What follows belongs to an exercise in optimizing a design on an open flow for small area, a short achievable clock period and few clock cycles per item; a production flow would make more cautious choices.
Only simulation tests tie the RTL to the original design; equivalence was not proved.
Power is estimated from default activity; no workload was simulated.

===== flow/config.mk =====
export PLATFORM = sky130hd
export DESIGN_NAME = vision_approach_steering
export DESIGN_NICKNAME = vision_approach_steering
export VERILOG_FILES = /design/flow/design.v
export SDC_FILE = /design/flow/constraint.sdc
export NUM_CORES = 4
export LEC_CHECK = 0
export CAP_MARGIN = 20
export CORE_MARGIN = 2
export CORE_UTILIZATION = 40
export SLEW_MARGIN = 20

===== flow/constraint.sdc =====
create_clock -name core_clock -period 11.0 [get_ports {clock}]
set_input_delay 2.2000 -clock core_clock [delete_from_list [all_inputs] [get_ports {clock}]]
set_output_delay 2.2000 -clock core_clock [all_outputs]
set_load 0.01 [all_outputs]

===== flow/design.v =====
package vas_pkg;
   typedef enum logic [1:0] {
      MODE_ILLUM = 2'd0,
      MODE_SEEK  = 2'd1,
      MODE_GRAB  = 2'd2,
      MODE_DONE  = 2'd3
   } mode_type;
   localparam logic [1:0] LIGHT_NONE = 2'd0;
   localparam logic [1:0] LIGHT_ON   = 2'd1;
   localparam logic [1:0] LIGHT_OFF  = 2'd2;
   localparam int unsigned CSR_IDX_W = 3;
   localparam logic [CSR_IDX_W-1:0] CSR_SPEED_GAIN      = 3'd0;
   localparam logic [CSR_IDX_W-1:0] CSR_TURN_GAIN       = 3'd1;
   localparam logic [CSR_IDX_W-1:0] CSR_CLOSE_THRESHOLD = 3'd2;
   localparam logic [CSR_IDX_W-1:0] CSR_SEARCH_FLOOR    = 3'd3;
   localparam logic [CSR_IDX_W-1:0] CSR_SEARCH_DECAY    = 3'd4;
   localparam logic [14:0] RST_SPEED_GAIN      = 15'd9830;
   localparam logic [15:0] RST_TURN_GAIN       = 16'hd99a;
   localparam logic [14:0] RST_CLOSE_THRESHOLD = 15'd328;
   localparam logic [14:0] RST_SEARCH_FLOOR    = 15'd4915;
   localparam logic [14:0] RST_SEARCH_DECAY    = 15'd14746;
   localparam logic [15:0] DIR_INIT  = 16'd4915;
   localparam logic [14:0] NEAR_ZERO = 15'd328;
   localparam logic [14:0] Q_ONE     = 15'd16384;
   localparam logic [15:0] S16_MAX   = 16'd32767;
   localparam logic [15:0] S16_MIN_MAG = 16'd32768;
   localparam int unsigned IDX_STEP = 163840;
   localparam int unsigned IDX_MUL  = 49;
   localparam int unsigned IDX_TH1 = (1 * IDX_STEP + IDX_MUL - 1) / IDX_MUL;
   localparam int unsigned IDX_TH2 = (2 * IDX_STEP + IDX_MUL - 1) / IDX_MUL;
   localparam int unsigned IDX_TH3 = (3 * IDX_STEP + IDX_MUL - 1) / IDX_MUL;
   localparam int unsigned IDX_TH4 = (4 * IDX_STEP + IDX_MUL - 1) / IDX_MUL;
   function automatic logic [14:0] speed_tab(input logic [2:0] row, input logic [2:0] col);
      logic [14:0] v;
      case ({row, col})
         6'o00: v = 15'd3277;  6'o01: v = 15'd6554;  6'o02: v = 15'd13107;
         6'o03: v = 15'd16384; 6'o04: v = 15'd16384;
         6'o10: v = 15'd0;     6'o11: v = 15'd3277;  6'o12: v = 15'd8192;
         6'o13: v = 15'd11469; 6'o14: v = 15'd11469;
         6'o20: v = 15'd0;     6'o21: v = 15'd3277;  6'o22: v = 15'd3277;
         6'o23: v = 15'd6554;  6'o24: v = 15'd8192;
         6'o30: v = 15'd0;     6'o31: v = 15'd3277;  6'o32: v = 15'd3277;
         6'o33: v = 15'd4915;  6'o34: v = 15'd6554;
         6'o40: v = 15'd0;     6'o41: v = 15'd3277;  6'o42: v = 15'd3277;
         6'o43: v = 15'd3277;  6'o44: v = 15'd4915;
         default: v = 15'd0;
      endcase
      speed_tab = v;
   endfunction
   function automatic logic [14:0] rot_tab(input logic [2:0] row);
      logic [14:0] v;
      case (row)
         3'd0: v = 15'd1638;
         3'd1: v = 15'd3277;
         3'd2: v = 15'd3277;
         3'd3: v = 15'd4915;
         3'd4: v = 15'd6554;
         default: v = 15'd0;
      endcase
      rot_tab = v;
   endfunction
   typedef struct packed {
      logic        cmd;
      logic        target_found;
      logic [14:0] distance;
      logic [15:0] direction;
      logic        arm_up;
      logic        claw_open;
   } req_type;
   typedef struct packed {
      logic        drive_valid;
      logic [14:0] drive_speed;
      logic [15:0] drive_turn;
      logic [1:0]  light_cmd;
      logic        lower_arm;
      logic        open_gripper;
      logic        dark_image;
      logic [1:0]  mode_now;
      logic        finished;
   } rsp_type;
   typedef struct packed {
      logic load;
      logic mul1;
      logic rnd;
      logic mul2;
      logic commit;
   } ctrl_cmd_type;
   function automatic logic [2:0] tab_index(input logic [15:0] mag);
      logic [2:0] idx;
      if (32'(mag) >= IDX_TH4) begin
         idx = 3'd4;
      end else if (32'(mag) >= IDX_TH3) begin
         idx = 3'd3;
      end else if (32'(mag) >= IDX_TH2) begin
         idx = 3'd2;
      end else if (32'(mag) >= IDX_TH1) begin
         idx = 3'd1;
      end else begin
         idx = 3'd0;
      end
      tab_index = idx;
   endfunction
   function automatic logic [18:0] q_round(input logic [31:0] prod);
      logic [32:0] sum;
      sum = 33'(prod) + 33'd8192;
      q_round = sum[32:14];
   endfunction
   function automatic logic [15:0] abs16(input logic [15:0] v);
      abs16 = v[15] ? 16'(16'd0 - v) : v;
   endfunction
endpackage
import vas_pkg::*;
module vas_ctrl (
   input  logic                  clock,
   input  logic                  reset,
   input  logic                  req_valid,
   output logic                  req_stall,
   output logic                  rsp_valid,
   input  logic                  rsp_stall,
   output vas_pkg::ctrl_cmd_type cmd
);
   typedef enum logic [4:0] {
      S_IDLE = 5'b00001,
      S_MUL1 = 5'b00010,
      S_RND  = 5'b00100,
      S_MUL2 = 5'b01000,
      S_OUT  = 5'b10000
   } ctrl_state_type;
   ctrl_state_type state_ff, state_in;
   logic           rsp_valid_ff, rsp_valid_in;
   logic           slot_free;
   assign slot_free = !rsp_valid_ff || !rsp_stall;
   always_comb begin
      state_in = state_ff;
      cmd      = '0;
      unique case (state_ff)
         S_IDLE: begin
            if (req_valid) begin
               cmd.load = 1'b1;
               state_in = S_MUL1;
            end
         end
         S_MUL1: begin
            cmd.mul1 = 1'b1;
            state_in = S_RND;
         end
         S_RND: begin
            cmd.rnd  = 1'b1;
            state_in = S_MUL2;
         end
         S_MUL2: begin
            cmd.mul2 = 1'b1;
            state_in = S_OUT;
         end
         S_OUT: begin
            if (slot_free) begin
               cmd.commit = 1'b1;
               state_in   = S_IDLE;
            end
         end
         default: state_in = S_IDLE;
      endcase
   end
   assign rsp_valid_in = cmd.commit || (rsp_valid_ff && rsp_stall);
   always_ff @(posedge clock) begin
      if (reset) begin
         state_ff     <= S_IDLE;
         rsp_valid_ff <= 1'b0;
      end else begin
         state_ff     <= state_in;
         rsp_valid_ff <= rsp_valid_in;
      end
   end
   assign req_stall = (state_ff != S_IDLE);
   assign rsp_valid = rsp_valid_ff;
endmodule
import vas_pkg::*;
module vas_dp (
   input  logic                            clock,
   input  logic                            reset,
   input  vas_pkg::ctrl_cmd_type           cmd,
   input  vas_pkg::req_type                req_data,
   input  logic                            csr_we,
   input  logic [vas_pkg::CSR_IDX_W-1:0]   csr_index,
   input  logic [15:0]                     csr_wdata,
   output vas_pkg::rsp_type                rsp_data
);
   logic [14:0] speed_gain_ff;
   logic [15:0] turn_gain_ff;
   logic [14:0] close_threshold_ff;
   logic [14:0] search_floor_ff;
   logic [14:0] search_decay_ff;
   vas_pkg::mode_type    mode_ff, mode_in;
   logic [15:0] last_dir_ff, last_dir_in;
   vas_pkg::req_type     in_ff;
   logic [31:0] prod_ff, prod_in;
   logic [14:0] spd_ff;
   logic [15:0] t_ff, t_in;
   logic        neg_ff;
   vas_pkg::rsp_type     rsp_ff, rsp_in;
   logic        dir_neg, ld_neg, decay_on;
   logic [15:0] dir_mag, ld_mag, dec_mag, dec_t, floor_t, rot_t;
   logic [2:0]  dir_idx, dist_idx;
   logic [14:0] spd_entry, rot_mag, trn_mag;
   logic [15:0] mul_a, mul_b;
   logic [18:0] r_val;
   logic        reached;
   always_ff @(posedge clock) begin
      if (reset) begin
         speed_gain_ff      <= RST_SPEED_GAIN;
         turn_gain_ff       <= RST_TURN_GAIN;
         close_threshold_ff <= RST_CLOSE_THRESHOLD;
         search_floor_ff    <= RST_SEARCH_FLOOR;
         search_decay_ff    <= RST_SEARCH_DECAY;
      end else if (csr_we) begin
         unique case (csr_index)
            CSR_SPEED_GAIN:      speed_gain_ff      <= csr_wdata[14:0];
            CSR_TURN_GAIN:       turn_gain_ff       <= csr_wdata;
            CSR_CLOSE_THRESHOLD: close_threshold_ff <= csr_wdata[14:0];
            CSR_SEARCH_FLOOR:    search_floor_ff    <= csr_wdata[14:0];
            CSR_SEARCH_DECAY:    search_decay_ff    <= csr_wdata[14:0];
            default: ;
         endcase
      end
   end
   assign dir_neg   = in_ff.direction[15];
   assign dir_mag   = vas_pkg::abs16(in_ff.direction);
   assign dir_idx   = vas_pkg::tab_index(dir_mag);
   assign dist_idx  = vas_pkg::tab_index({1'b0, in_ff.distance});
   assign spd_entry = (in_ff.distance < NEAR_ZERO) ? 15'd0 : vas_pkg::speed_tab(dir_idx, dist_idx);
   assign rot_mag   = vas_pkg::rot_tab(dir_idx);
   assign rot_t     = dir_neg ? 16'(16'd0 - {1'b0, rot_mag}) : {1'b0, rot_mag};
   assign ld_neg    = last_dir_ff[15];
   assign ld_mag    = vas_pkg::abs16(last_dir_ff);
   assign decay_on  = ld_mag >= {1'b0, search_floor_ff};
   assign floor_t   = ld_neg ? 16'(16'd0 - {1'b0, search_floor_ff}) : {1'b0, search_floor_ff};
   assign reached   = in_ff.distance <= close_threshold_ff;
   assign r_val = vas_pkg::q_round(prod_ff);
   always_comb begin
      if (ld_neg) begin
         dec_mag = (r_val > 19'(S16_MIN_MAG)) ? S16_MIN_MAG : r_val[15:0];
         dec_t   = 16'(16'd0 - dec_mag);
      end else begin
         dec_mag = (r_val > 19'(S16_MAX)) ? S16_MAX : r_val[15:0];
         dec_t   = dec_mag;
      end
   end
   always_comb begin
      if (cmd.mul1) begin
         mul_a = in_ff.target_found ? {1'b0, speed_gain_ff} : ld_mag;
         mul_b = in_ff.target_found ? {1'b0, spd_entry} : {1'b0, search_decay_ff};
      end else begin
         mul_a = vas_pkg::abs16(turn_gain_ff);
         mul_b = vas_pkg::abs16(t_ff);
      end
      prod_in = mul_a * mul_b;
   end
   always_comb begin
      if (in_ff.target_found) begin
         t_in = rot_t;
      end else if (decay_on) begin
         t_in = dec_t;
      end else begin
         t_in = floor_t;
      end
   end
   always_ff @(posedge clock) begin
      if (cmd.load) begin
         in_ff <= req_data;
      end
      if (cmd.mul1 || cmd.mul2) begin
         prod_ff <= prod_in;
      end
      if (cmd.rnd) begin
         spd_ff <= (r_val > 19'(Q_ONE)) ? Q_ONE : r_val[14:0];
         t_ff   <= t_in;
      end
      if (cmd.mul2) begin
         neg_ff <= turn_gain_ff[15] ^ t_ff[15];
      end
   end
   assign trn_mag = (r_val > 19'(Q_ONE)) ? Q_ONE : r_val[14:0];
   always_comb begin
      rsp_in      = '0;
      mode_in     = mode_ff;
      last_dir_in = last_dir_ff;
      if (!in_ff.cmd) begin
         rsp_in.dark_image = 1'b1;
         mode_in           = MODE_ILLUM;
         last_dir_in       = DIR_INIT;
      end else begin
         unique case (mode_ff)
            MODE_ILLUM: begin
               rsp_in.light_cmd    = LIGHT_ON;
               rsp_in.lower_arm    = in_ff.arm_up;
               rsp_in.open_gripper = !in_ff.claw_open;
               mode_in             = MODE_SEEK;
               last_dir_in         = DIR_INIT;
            end
            MODE_SEEK: begin
               rsp_in.drive_valid = 1'b1;
               if (in_ff.target_found) begin
                  last_dir_in = in_ff.direction;
                  if (reached) begin
                     mode_in = MODE_GRAB;
                  end else begin
                     rsp_in.drive_speed = spd_ff;
                     rsp_in.drive_turn  = neg_ff ? 16'(16'd0 - {1'b0, trn_mag})
                                                 : {1'b0, trn_mag};
                  end
               end else begin
                  if (decay_on) begin
                     last_dir_in = t_ff;
                  end
                  rsp_in.drive_turn = neg_ff ? 16'(16'd0 - {1'b0, trn_mag})
                                             : {1'b0, trn_mag};
               end
            end
            MODE_GRAB: begin
               rsp_in.light_cmd = LIGHT_OFF;
               mode_in          = MODE_DONE;
            end
            MODE_DONE: begin
               rsp_in.light_cmd = LIGHT_OFF;
            end
         endcase
      end
      rsp_in.mode_now = mode_in;
      rsp_in.finished = (mode_in == MODE_DONE);
   end
   always_ff @(posedge clock) begin
      if (reset) begin
         mode_ff     <= MODE_ILLUM;
         last_dir_ff <= DIR_INIT;
      end else if (cmd.commit) begin
         mode_ff     <= mode_in;
         last_dir_ff <= last_dir_in;
      end
   end
   always_ff @(posedge clock) begin
      if (cmd.commit) begin
         rsp_ff <= rsp_in;
      end
   end
   assign rsp_data = rsp_ff;
endmodule
import vas_pkg::*;
module vision_approach_steering (
   input  logic                          clock,
   input  logic                          reset,
   input  logic                          req_valid,
   output logic                          req_stall,
   input  logic [34:0]                   req_data,
   output logic                          rsp_valid,
   input  logic                          rsp_stall,
   output logic [39:0]                   rsp_data,
   input  logic                          csr_valid,
   output logic                          csr_ready,
   input  logic [2:0]                    csr_index,
   input  logic [15:0]                   csr_wdata
);
   vas_pkg::ctrl_cmd_type cmd;
   logic         csr_we;
   vas_pkg::req_type      req_s;
   vas_pkg::rsp_type      rsp_s;
   assign req_s    = vas_pkg::req_type'(req_data);
   assign rsp_data = rsp_s;
   assign csr_ready = 1'b1;
   assign csr_we    = csr_valid && csr_ready;
   vas_ctrl u_ctrl (
      .clock     (clock),
      .reset     (reset),
      .req_valid (req_valid),
      .req_stall (req_stall),
      .rsp_valid (rsp_valid),
      .rsp_stall (rsp_stall),
      .cmd       (cmd)
   );
   vas_dp u_dp (
      .clock     (clock),
      .reset     (reset),
      .cmd       (cmd),
      .req_data  (req_s),
      .csr_we    (csr_we),
      .csr_index (csr_index),
      .csr_wdata (csr_wdata),
      .rsp_data  (rsp_s)
   );
endmodule

===== flow/run.sh =====
#!/bin/bash
# synth_recipe.tcl (not shown) runs the flow's synth.tcl, then flattens the netlist and writes it again
# the make line also repeats each setting of config.mk as NAME=value (left out here)
make -C /OpenROAD-flow-scripts/flow DESIGN_CONFIG=/design/flow/config.mk WORK_HOME=/design/flow/orfs CLKGATE_MAP_FILE= SYNTH_SCRIPT=/design/flow/synth_recipe.tcl finish

==> summary.txt <==
status=finished clean; worst path required time=11.31 ns; Combinational Power Share=64.1%; area delta synth->final=12.6%; via count=17,700; drt total wl=64,400 um; Syn Nets=2,859; total setup buffers inserted after CTS=0; endpoints failing setup=0; # hold bufs at CTS=0; share of flip-flops with an asynchronous set or reset=0%; critical path class=flip-flop to flip-flop; ratio of cells with drive above 1 in the final layout=5.41%; first-pass GRT wire length=102,000 um; wire per inst=20.0 um; # rows=85; CORE AREA=53,700 um2; Peak VDD IR=0.000275 V; All-Layer GR Usage=23.2%; Max Used Layer=met5; final setup margin=0.706 ns; final worst-path cycle share=93.6%; first-pass detailed-route iteration total=5; pre-CTS setup slack=0.795 ns; post_cts resized=0; die width=237 um; Initial Util=40.3%; unrepaired setup endpoints after global routing=false; largest area contributor in the netlist=fa_1; Fillers=5,152; Final nets=2,911; switching part of the total=44.7%; clock buffer depth=3; actual slew at the worst max-slew pin=1.11 ns; Net Switching=0.00269 W; CTS H-Tree Depth=1; Final Hold Viols=0; clock transition at the registers of the reported paths=0.06 ns; Synth area leaders=fa_1 18%, edfxtp_1 17%, dfxtp_1 9.2%; Syn Inst Count=2,459; Critical Path AT=10.60 ns; ys flop type=edfxtp_1; post-synth cell types=91; hold_ws=0.453 ns; gr ovfl total=0; post-route met1 wirelength=29,100 um; DPL Wire Length=50,700 um; most common library cell in the layout ignoring fill and taps=nand2_1; commonest non-fill, non-tap cells in the layout=380 x nand2_1, 287 x inv_1, 193 x fa_1; clock power share=16.6%; Initial DRC Count=1,502; crit path launch type=flip-flop; Max Cap Violations=0; Pleak=10.4 nW; TritonCTS clock tree=yes; Syn Area/Cell=8.81 um2; number of antenna violations at the first check in global routing=1; largest net degree at the start of global routing=101; sequential power share=19.2%; slew margin rel.=26.0%; Reg area=5790 um2; port bufs=100; die height=237 um; met2 WL post-DR=29,100 um; Max Clk Rate=0.0971 GHz; Post-Syn Area=21,700 um2; CTS Buf Count=27; # IOs=102; vias per std cell=5.47; # clock sinks=226; critical path endpoint category=flip-flop; GPL Wtd Cong=0.970; worst skew pair latency=0.56 ns; vias in the first global route=17,500; CP max stage cell=o31a_1; skew final=0.0130 ns; post-synthesis register bit count=226; Synth top area share=17.8%; sequential area share after synthesis=26.7%; final slew viol count=0; Syn. warnings=2; setup_tns=0 ns; metal3 WL=4940 um; Pwr Density=247 nW/um2; Final min period=10.29 ns; Largest stage delay, worst path=0.67 ns; CTS root buf=clkbuf_16; Final ANT Viol Nets=0; number of synthesized flops with an enable pin=126; DIE AREA=56,000 um2; cell internal pwr=0.00333 W; Most common cell on crit path=fa_1; HP Class=flip-flop to flip-flop; Multi-input gate area=14,400 um2; DRC violations left=0; peak fanout along the critical path=16
==> worst max-delay path: cells and delay by family, from the launching register on <==
| family | cells | cell delay (ns) |
|---|---|---|
| flip-flops | 1 | 0.47 |
| adder cells (fa/ha/maj) | 8 | 3.73 |
| XOR/XNOR | 1 | 0.07 |
| buffers and inverters | 5 | 0.37 |
| AND/OR/NAND/NOR | 6 | 2.06 |
| AO/OA/AOI/OAI | 14 | 3.32 |
==> sequential cells by signal (all words and copies together) (netlist names) <==
| signal | flops |
|---|---|
| u_ctrl.rsp_valid_ff | 1 |
| u_ctrl.state_ff | 5 |
| u_dp.close_threshold_ff | 15 |
| u_dp.in_ff | 35 |
| u_dp.last_dir_ff | 16 |
| u_dp.mode_ff | 2 |
| u_dp.neg_ff | 1 |
| u_dp.prod_ff | 19 |
| u_dp.rsp_ff | 40 |
| u_dp.search_decay_ff | 15 |
| u_dp.search_floor_ff | 15 |
| u_dp.spd_ff | 15 |
| u_dp.speed_gain_ff | 15 |
| u_dp.t_ff | 16 |
| u_dp.turn_gain_ff | 16 |
==> per-layer routing <==
layer	GRT usage [%]	vias to the layer above
li1	-	8363
met1	32.8	8663
met2	37.3	574
met3	4.08	74
met4	4.74	2
met5	0	-
==> cell type report <==
type / count / share of cell area, %
Sequential cell: 226 / 23.7
Clock inverter: 16 / 1.01
Inverter: 289 / 4.45
Timing Repair Buffer: 134 / 5.21
Clock buffer: 34 / 3.09
Multi-Input combinational cell: 1833 / 58.9
Tap cell: 696 / 3.57
Antenna cell: 1 / 0.0103
==> synth_stat cells, types with 16 or more instances <==
cell and instances:
inv_1 288, clkbuf_1 89, a21o_1 24, a211oi_1 17, nor4_1 16, nand2_1 380
o31ai_1 20, xor2_1 40, fa_1 193, mux2i_1 21, o21ai_0 72, nand3_1 37
nor3_1 30, nor2_1 193, mux2_2 18, a21oi_1 123, nand3b_1 41, nor2b_1 28
edfxtp_1 126, nand2b_1 32, dfxtp_1 100, and2_1 57, xnor2_1 69, nand4_1 31
o21a_1 28, ha_1 148
==> stage by stage <==
step | std cells | area [um2] | total power, W | util (%)
final | 3229 | 24400 | 0.00601 | 45.4
after global routing | 3228 | 24400 | 0.00658 | 45.4
after CTS | 3227 | 24300 | 0.00601 | 45.3
after detailed placement | 3177 | 23300 | 0.00497 | 43.5
after global placement | 3177 | 23300 | 0.00490 | 43.5
after floorplan | 2459 | 21700 | 0.00403 | -
==> path summary, 6_finish.rpt <==
check                          endpoint                   from  cells after the start  slack (ns)
hold / removal    u_dp.speed_gain_ff[4]  u_dp.speed_gain_ff[4]                      2        0.45
hold reg to reg   u_dp.speed_gain_ff[4]  u_dp.speed_gain_ff[4]                      2        0.45
setup reg to reg       u_dp.prod_ff[24]          u_dp.in_ff[2]                     34        0.71
setup / recovery       u_dp.prod_ff[24]          u_dp.in_ff[2]                     34        0.71
==> cells by family (layout without fill, tap and decap cells) <==
group	Yosys count	count (layout)	share of synthesized area (%)
and+or+nand+nor	916	916	20.1
adders and majority gates	341	341	26.4
other	1	2	0.0173
buffers and inverters	400	473	7.15
xor gates and xnor gates	110	110	4.48
muxes	40	40	2.01
DFF	226	226	26.7
AOI/OAI and AO/OA	425	425	13.2
==> power by group through the flow <==
stage | Combinational, W | Clock (W) | Sequential (W)
2_1_floorplan | 0.00289 | 0 | 0.00114
5_1_grt | 0.00437 | 0.00105 | 0.00116
3_5_place_dp | 0.00380 | 0 | 0.00117
3_3_place_gp | 0.00373 | 0 | 0.00117
4_1_cts | 0.00384 | 0.00102 | 0.00116
6_report | 0.00386 | 0.00100 | 0.00116
Testbench counts, summed over its fixed seeds: cycles 24,016, items 4,800.

-- what the ideal ports hide --
No port has a modelled driver above. Below, the same layout with a new extraction and two added sets of constraints.
Step 1 sets driving cells, clkbuf_16 on the clock port and buf_2 on the other inputs (assumed; they add their load-dependent delay and slew).
Step 2 also shifts input and output timing later by t, the mid clock arrival at the registers, as if the neighbouring blocks saw the same clock.
a / b / c = ideal / step 1 / step 2; a / b = the first two.
shift t [ns]: 0.609
slack for setup (ns): 0.706 / 0.706 / 0.706
worst register clock-pin slew, ns: 0.06 / 0.06
worst data-port slew with drivers (ns): 0.05
After both steps this run still meets setup and hold. The setup slack of this run moves by 0.000 ns with the drivers and by 0.000 ns with both steps.
